Source: an optimization exercise on an open RTL-to-GDS flow (aim: small area, a short achievable clock period and few clock cycles per item). Production flows keep margins and buffers that such runs may drop. The RTL was checked by simulation tests, not by an equivalence proof against the original design.

## mc_alu
module mc_alu #(
    parameter int unsigned WIDTH = 64,
    parameter int unsigned CNT_W = $clog2(WIDTH + 1)
) (
    input  logic             clk,
    input  logic             rst,
    input  logic             in_valid,
    output logic             in_ready,
    input  logic [3:0]       ctl,
    input  logic [WIDTH-1:0] a,
    input  logic [WIDTH-1:0] b,
    output logic             out_valid,
    input  logic             out_ready,
    output logic [WIDTH-1:0] out,
    output logic             zero,
    output logic             carry,
    output logic             dz
);
Size: roughly 440 flip-flops.
make LEC_CHECK=0 CAP_MARGIN=20 CORE_MARGIN=2 CORE_UTILIZATION=40 SLEW_MARGIN=20 finish   # period 6.0 ns
run.sh (not shown) runs the stock make flow with config.mk's settings and CLKGATE_MAP_FILE= SYNTH_SCRIPT=/design/flow/synth_recipe.tcl, a recipe that flattens the netlist after the stock synthesis.
The starting point produced a clean layout.
Testbench counts at the start, summed over its fixed seeds: cycles 9,979, items 3,200.
Then changed:
--- a/flow/design.v
+++ b/flow/design.v
@@ -60,14 +60,15 @@
         booth4 = {one, two, neg};
     endfunction
     function automatic logic [LW-1:0] booth_pp(input logic one, input logic two, input logic neg,
                                                input logic [63:0] x);
         booth_pp = (({LW{one}} & {1'b0, x}) | ({LW{two}} & {x, 1'b0})) ^ {LW{neg}};
     endfunction
     logic          s2_valid;    
+    logic          div_itq;     
     logic          bres;        
     logic          ov_q;        
     logic          first;       
     logic [6:0]    cnt;
     logic          o_add, o_sub, o_mul, o_div, o_rem, o_shl, o_shr, o_dz, c_def, c_amb;
     logic [3:0]    tt;          
     logic [5:0]    r_q;         
@@ -156,35 +157,45 @@
         cb  = {((m1 & m2) | (m1 & pp0) | (m2 & pp0)), 1'b0};
         sc  = sa ^ ca ^ sb;
         cc  = {((sa & ca) | (sa & sb) | (ca & sb)), 1'b0};
         sd  = sc ^ cc ^ cb;
         cd  = {((sc & cc) | (sc & cb) | (cc & cb)), 1'b0};
     end
     logic [65:0] rs;
-    logic [67:0] d1, d2, d3, t1, t2, t3s, t3c;
+    logic [67:0] ca_x, cb_x, csum;
+    logic [68:0] csum1;
+    logic        cci, div_it;       
+    always_comb begin
+        div_it = div_itq;
+        ca_x   = div_it ? {2'b00, H, Ls[63:62]} : {3'b000, Ls};
+        cb_x   = div_it ? ~{4'b0000, X} : {3'b000, Lc};
+        cci    = div_it | cin_q;
+        csum1  = {ca_x, cci} + {cb_x, 1'b1};
+        csum   = csum1[68:1];
+    end
+    logic [67:0] d2, d3, t1, t2, t3s, t3c;
     logic [68:0] d3f;
     logic        ge1, ge2, ge3;
     logic [1:0]  qd;
     logic [63:0] H_next;
     always_comb begin
         rs     = {H, Ls[63:62]};
-        d1     = {2'b00, rs} - {4'b0000, X};
         d2     = {2'b00, rs} - {3'b000, X, 1'b0};
         t1     = {2'b00, rs};
         t2     = ~{4'b0000, X};
         t3s    = t1 ^ t2 ^ ~{3'b000, X, 1'b0};
         t3c    = {((t1 & t2) | (t1 & ~{3'b000, X, 1'b0}) | (t2 & ~{3'b000, X, 1'b0})), 1'b1};
         t3c    = t3c;
         d3f    = {t3s, 1'b1} + {t3c[67:0], 1'b1};
         d3     = d3f[68:1];
-        ge1    = ~d1[67];
+        ge1    = ~csum[67];         
         ge2    = ~d2[67];
         ge3    = ~d3[67];
         qd     = {ge2, ge3 | (ge1 & ~ge2)};
-        H_next = ge3 ? d3[63:0] : ge2 ? d2[63:0] : ge1 ? d1[63:0] : rs[63:0];
+        H_next = ge3 ? d3[63:0] : ge2 ? d2[63:0] : ge1 ? csum[63:0] : rs[63:0];
     end
     logic [63:0] rot, msk, rot_lo, rot_hi, lres;
     always_comb begin
         rot = Y;
         for (int k = 0; k < 6; k++)
             if (r_q[k]) rot = (rot >> (1 << k)) | (rot << (64 - (1 << k)));
         for (int i = 0; i < 64; i++) msk[i] = (7'(i) < t_q);
@@ -205,15 +216,17 @@
         accept   = in_valid & in_ready;
     end
     always_ff @(posedge clk or posedge rst) begin
         if (rst) begin
             s2_valid <= 1'b0;
             bres     <= 1'b0;
             ov_q     <= 1'b0;
+            div_itq  <= 1'b0;
         end else begin
+            div_itq  <= ~accept & s2_valid & ~done & o_div & ~(first & ~step) & ~(bres & ~b_move);
             s2_valid <= accept | (s2_valid & ~done);
             bres     <= done | (bres & ~b_move);
             ov_q     <= b_move | (ov_q & ~out_ready);
         end
     end
     always_ff @(posedge clk) begin
         if (accept) begin
@@ -290,21 +303,19 @@
                 else if (o_shl) Ls <= {1'b0, rot_hi};
                 else if (o_shr) Ls <= {1'b0, rot_lo};
                 else            Ls <= {1'b0, lres};
                 Lc <= o_add ? ({1'b0, X} ^ {LW{o_sub}}) : '0;
             end
         end
     end
-    logic [LW:0]   sum1;
     logic [LW-1:0] sum;
     logic [63:0]   zp, zt;
     logic          zero_sum;
     always_comb begin
-        sum1     = {Ls, cin_q} + {Lc, 1'b1};
-        sum      = sum1[LW:1];
+        sum      = csum[LW-1:0];
         zp       = Ls[63:0] ^ Lc[63:0];
         zt       = {Ls[62:0] | Lc[62:0], cin_q};
         zero_sum = (zp == zt);
     end
     always_ff @(posedge clk) begin
         if (b_move) begin
             out_q   <= rem_b ? H : sum[63:0];
=> Via count is lower by a few percent; cell area decreases by a few percent; clock skew fell by 0.039 ns; final cell count is lower by a few percent; critical path depth goes down by 4; worst hold slack stays flat; die area fell by a few percent; count of clock-buffer cells in the layout climbs by 18; worst setup slack gets worse by 0.037 ns; routed wire length fell by roughly a tenth.
Testbench counts after the change, summed over its fixed seeds: cycles 9,979, items 3,200.

[afterwards: timing with drivers on the ports]
No port has a modelled driver above. Below, the same layouts with a new extraction and two added sets of constraints. Step 1 assumes that a clkbuf_16 drives the clock port and a buf_2 every other input. Step 2, shift: input delay + t, output delay - t, t = (earliest + latest rising clock arrival at the registers) / 2. This alone moves slack from input paths to output paths. a / b / c = ideal ports / drivers / drivers and shift; a / b = the first two.
run	t (ns)	setup WS [ns]	worst setup path after step 2	slew at the worst register clock pin (ns)	worst data-port slew with drivers (ns)
the first run	0.837	0.308 / 0.311 / -0.470	input to register	0.08 / 0.08	0.08
the second run	0.791	0.270 / 0.339 / -0.452	input to register	0.07 / 0.07	0.06
With both steps, setup timing fails in the first run and the second run, where it was met with ideal ports. For the first run, which loses most, drivers alone change the setup slack by +0.003 ns; drivers and shift together by -0.778 ns.
